Source: an optimization exercise on an open RTL-to-GDS flow (aim: small area). Production flows keep margins and buffers that such runs may drop. In this exercise RTL edits were held to simulation tests only and were not proved equivalent to the original. Power and IR drop assume default switching activity.

exp/indigo:
==> flow/design.v (excerpt) <==
module unlocker
(
    input  logic              clk,
    input  logic              arstN,
    input  logic              locker,
    input  logic              btn1,
    input  logic              btn2,
    input  logic              btn3,
    input  logic              btn4,
    input  logic              btn5,
    input  logic              switch1,
    input  logic [3:0]        inputCount,
    input  logic [unlockerPkg::digitW-1:0] userNameInput0,
    input  logic [unlockerPkg::digitW-1:0] userNameInput1,
    input  logic [unlockerPkg::digitW-1:0] userNameInput2,
    input  logic [unlockerPkg::digitW-1:0] userNameInput3,
    input  logic [unlockerPkg::digitW-1:0] passwordInput0,
    input  logic [unlockerPkg::digitW-1:0] passwordInput1,
    input  logic [unlockerPkg::digitW-1:0] passwordInput2,
    input  logic [unlockerPkg::digitW-1:0] passwordInput3,
    input  logic              flagResolve,
    output logic              lock,
    output logic              flag,
    output logic              flagSelect,
    output logic              resetCount
);
    localparam int D = unlockerPkg::tableDepth;
    localparam int W = unlockerPkg::codeW;
    logic [W-1:0]   nameCode;
    logic [W-1:0]   passwordCode;
    logic [D-1:1]          valid;
    logic [D-1:1][W-1:0]   names;
    logic [D-1:0][W-1:0]   passwords;
    logic [D-1:1]          isUser;      
    logic [1:0]     attempts;
    logic [2:0]     curUser;
    logic [D-1:0]   nameMatch;
    logic           nameHit;
    logic [W-1:0]   hitPassword;
    logic           loginHit;
    logic [2:0]     loginIdx;
    logic [D-1:1]   freeSel;
    logic           full;
    logic           unlocked;
    logic           locked;
    logic           loginTry;
    logic           lockReq;
    logic           go;
    logic           curAdmin;
    logic           curWrite;
    logic           pwWrEn;
    logic           addEn;
    logic           delEn;
    logic [W-1:0]   pwData;
    assign nameCode     = {userNameInput3, userNameInput2, userNameInput1, userNameInput0};
    assign passwordCode = {passwordInput3, passwordInput2, passwordInput1, passwordInput0};
    always_comb
    begin
        nameMatch[0] = (nameCode == unlockerPkg::defaultName);
  ...
Size: ~740 cells after synthesis, about 260 flip-flops, ~50 I/O pins.
Settings: LEC_CHECK=0, CAP_MARGIN=20, CORE_MARGIN=2, CORE_UTILIZATION=40, CTS_BUF_LIST=sky130_fd_sc_hd__clkbuf_8, CTS_CLUSTER_DIAMETER=50, CTS_CLUSTER_SIZE=15, SLEW_MARGIN=20; clock period 10.0 ns.
run.sh (not shown) runs the stock make flow with config.mk's settings and CLKGATE_MAP_FILE= SYNTH_SCRIPT=/design/flow/synth_recipe.tcl, a recipe that flattens the netlist after the stock synthesis.
exp/indigo reached the end of the flow, and the finished layout is clean on the timing, DRC and antenna checks.
Edits applied to the flow inputs when going from exp/indigo to exp/amber:
Settings: CTS_CLUSTER_DIAMETER: 50 -> unset; SLEW_MARGIN: 20 -> 0; CORE_UTILIZATION: 40 -> 80; PLACE_DENSITY: unset -> 0.9; GPL_TIMING_DRIVEN: unset -> 1; CTS_CLUSTER_SIZE: 15 -> unset; CTS_BUF_LIST: sky130_fd_sc_hd__clkbuf_8 -> unset; CAP_MARGIN: 20 -> 0.
==> flow/flow/run.sh (new file) <==
#!/bin/bash
# The standard layout (standard.sh) with area-oriented settings:
#  - synthesis: synth_recipe.tcl with an area-oriented abc script (flow/synth.tcl, flow/area.abc)
#  - the smallest buffer (buf_1) on every port
#  - CTS with clkbuf_16 on clusters of up to 25 sinks and no dummy loads
set -euo pipefail
here=$(pwd)
export AREA_ABC_SCRIPT=$here/flow/area.abc
bash standard.sh \
  SYNTH_SCRIPT=$here/flow/synth.tcl \
  BUFFER_PORTS_ARGS="-buffer_cell sky130_fd_sc_hd__buf_1" \
  CTS_ARGS="-sink_clustering_enable -repair_clock_nets -sink_clustering_size 30 -sink_clustering_max_diameter 100 -buf_list sky130_fd_sc_hd__clkbuf_16 -dont_use_dummy_load" \
  RECOVER_POWER=100 \
  POST_GLOBAL_ROUTE_TCL=$here/flow/post_grt.tcl \
  finish > standard.log 2>&1
==> flow/flow/area.abc (new file) <==
strash
&get -n
&dch
&nf -R 1000 -a
&put
==> flow/flow/post_grt.tcl (new file) <==
# After ORFS's power recovery (RECOVER_POWER), which downsizes cells on paths with slack
# to spare, repair any max-slew or max-capacitance violation it left, then re-route the
# nets that changed.
global_route -start_incremental
repair_design_helper
detailed_placement
global_route -end_incremental -congestion_report_file $::env(REPORTS_DIR)/congestion_post_area_repair.rpt
estimate_parasitics -global_routing
report_check_types -max_slew -max_capacitance -violators
==> flow/flow/synth.tcl (new file) <==
# synth_recipe.tcl with one change: abc maps with this flow's area script (flow/area.abc).
# Registers are mapped by dfflibmap before abc, so they are the standard synthesis's.
proc synth {args} { yosys synth -nofsm -noshare {*}$args }
proc abc {args} {
  set i [lsearch -exact $args -script]
  if { $i >= 0 } {
    set args [lreplace $args $i [expr { $i + 1 }] -script $::env(AREA_ABC_SCRIPT)]
  }
  yosys abc {*}$args
}
source $::env(SCRIPTS_DIR)/synth.tcl
# left out here: clear keep_hierarchy, flatten, clean up, hide names made inside functions, write 1_2_yosys.v
==> flow/standard.sh (new file) <==
#!/bin/bash
# synth_recipe.tcl (not shown) runs the flow's synth.tcl, then flattens the netlist and writes it again
# the make line also repeats each setting of config.mk as NAME=value (left out here)
make -C /OpenROAD-flow-scripts/flow DESIGN_CONFIG=/design/flow/config.mk WORK_HOME=/design/flow/orfs CLKGATE_MAP_FILE= SYNTH_SCRIPT=/design/flow/synth_recipe.tcl "${@:-finish}"
removed: flow/run.sh
--- outcome ---
Of exp/amber and exp/indigo, it is exp/amber that has the lower fraction of standard cell area in multi-input logic. Between exp/amber and exp/indigo, power is higher for exp/indigo, exp/amber comes in under that. Between exp/amber and exp/indigo, the via count of the first global-routing pass is lower for exp/indigo. Compared with exp/indigo, post-synthesis area per instance in exp/amber decreased by a few percent. exp/amber has final non-filler cell total below what exp/indigo had. Taking exp/indigo as the reference, in exp/amber multi-input combinational cell count -2, clock period minus worst slack saw an increase, clock latency on the worst-skew pair dropped 0.12 ns.
Input-level comparison between exp/lagoon and exp/amber:
Settings: PLACE_DENSITY changed from 0.9 to 0.75; CAP_MARGIN changed from 0 to 20; CORE_UTILIZATION changed from 80 to 65; SLEW_MARGIN changed from 0 to 20; GPL_TIMING_DRIVEN changed from 1 to 0.
diff --git a/flow/flow/run.sh b/flow/flow/run.sh
--- a/flow/flow/run.sh
+++ b/flow/flow/run.sh
@@ -10,6 +10,4 @@
   SYNTH_SCRIPT=$here/flow/synth.tcl \
   BUFFER_PORTS_ARGS="-buffer_cell sky130_fd_sc_hd__buf_1" \
-  CTS_ARGS="-sink_clustering_enable -repair_clock_nets -sink_clustering_size 30 -sink_clustering_max_diameter 100 -buf_list sky130_fd_sc_hd__clkbuf_16 -dont_use_dummy_load" \
-  RECOVER_POWER=100 \
-  POST_GLOBAL_ROUTE_TCL=$here/flow/post_grt.tcl \
+  CTS_ARGS="-sink_clustering_enable -repair_clock_nets -sink_clustering_size 25 -sink_clustering_max_diameter 80 -buf_list sky130_fd_sc_hd__clkbuf_16 -dont_use_dummy_load" \
   finish > standard.log 2>&1
removed: flow/flow/post_grt.tcl
### Flow results
- Relative to exp/amber, the combinational power measured on exp/lagoon has decreased by a little under 10%.
- exp/amber has lower worst-case setup margin in the final layout than exp/lagoon.
- From exp/amber to exp/lagoon the numbers moved as follows: placed cell area +about 0.8%; global-route usage over all layers -10 points; utilization -14 points; transition time of the tightest slew-check pin went down 0.32 ns.
- exp/lagoon vs. exp/amber: area after synthesis now sits at about the same level, via count of the first global-routing pass now sits lower, first-pass GRT wire length now sits lower.
- Compared with exp/amber, exp/lagoon shows post-route cell area that has gone up by a few percent.
- Part of the total power dissipated in the clock network ends up lower on exp/amber.
--- input diff exp/lagoon..exp/fjord ---
Settings: PLACE_DENSITY now 0.85, was 0.75; SLEW_MARGIN now 10, was 20; CAP_MARGIN now 10, was 20; GPL_TIMING_DRIVEN now 1, was 0; CORE_UTILIZATION now 75, was 65.
==> flow/flow/run.sh <==
#!/bin/bash
# The standard layout (standard.sh) with area-oriented settings:
#  - synthesis: synth_recipe.tcl with an area-oriented abc script (flow/synth.tcl, flow/area.abc)
#  - the smallest buffer (buf_1) on every port
#  - CTS with clkbuf_16 leaves on clusters of up to 30 sinks, small root and tree buffers,
#    no dummy loads
#  - after global routing: ORFS's power recovery (RECOVER_POWER, which downsizes cells with
#    slack to spare) and a post-route hook (flow/post_grt.tcl) that repairs any max-slew or
#    max-capacitance violation that leaves
# Every tool's output goes to standard.log here (ORFS's own per-step logs stay under orfs/logs).
set -euo pipefail
here=$(pwd)
export AREA_ABC_SCRIPT=$here/flow/area.abc
bash standard.sh \
  SYNTH_SCRIPT=$here/flow/synth.tcl \
  BUFFER_PORTS_ARGS="-buffer_cell sky130_fd_sc_hd__buf_1" \
  CTS_ARGS="-sink_clustering_enable -repair_clock_nets -sink_clustering_size 30 -sink_clustering_max_diameter 100 -buf_list sky130_fd_sc_hd__clkbuf_16 -root_buf sky130_fd_sc_hd__clkbuf_4 -tree_buf sky130_fd_sc_hd__clkbuf_8 -dont_use_dummy_load" \
  RECOVER_POWER=100 \
  POST_GLOBAL_ROUTE_TCL=$here/flow/post_grt.tcl \
  finish > standard.log 2>&1
==> flow/flow/area.abc <==
strash
&get -n
&b
&dch
&nf -R 1000 -a
&put
==> flow/flow/post_grt.tcl (new file) <==
# After ORFS's power recovery (RECOVER_POWER), which downsizes cells on paths with slack
# to spare, repair any max-slew or max-capacitance violation it left, then re-route the
# nets that changed. Done twice.
for {set pass 0} {$pass < 2} {incr pass} {
  global_route -start_incremental
  if { $pass > 0 } {
    repair_timing -recover_power 100 -verbose
  }
  repair_design_helper
  detailed_placement
  global_route -end_incremental -congestion_report_file $::env(REPORTS_DIR)/congestion_post_area_repair_$pass.rpt
  estimate_parasitics -global_routing
}
report_check_types -max_slew -max_capacitance -violators
## What came out
exp/fjord ends up with a required time at the worst-slack endpoint that is 0.05 ns higher than in exp/lagoon. Relative to exp/lagoon, exp/fjord improves design area. Going from exp/lagoon to exp/fjord, met2 track demand over resource grows by 8.3 points.

[what the ideal ports hide]
The results above use ideal ports. As a check the final layouts listed here were re-extracted and re-timed, cells and wires unchanged.
Step 1: set_driving_cell puts a clkbuf_16 on clk and a buf_2 on each other input, an assumption about the parent block.
Step 2 also shifts input and output timing later by t, the mid clock arrival at the registers, as if the neighbouring blocks saw the same clock.
Three values: no drivers, after step 1, after step 2; two values: the first two.
run	t, ns	setup slack, ns	latest minus earliest clock arrival (ns)	worst register clock-pin slew, ns
exp/indigo	0.622	3.946 / 3.964 / 3.342	0.037 / 0.036	0.10 / 0.10
exp/amber	0.510	2.029 / 2.050 / 1.540	0.020 / 0.020	0.11 / 0.11
exp/lagoon	0.516	2.600 / 2.614 / 2.098	0.027 / 0.027	0.09 / 0.09
exp/fjord	0.645	2.432 / 2.450 / 1.805	0.058 / 0.057	0.11 / 0.11
After both steps setup and hold are still met in every run listed. The setup slack of exp/fjord, which loses most, moves by +0.018 ns with the drivers and by -0.627 ns with both steps.
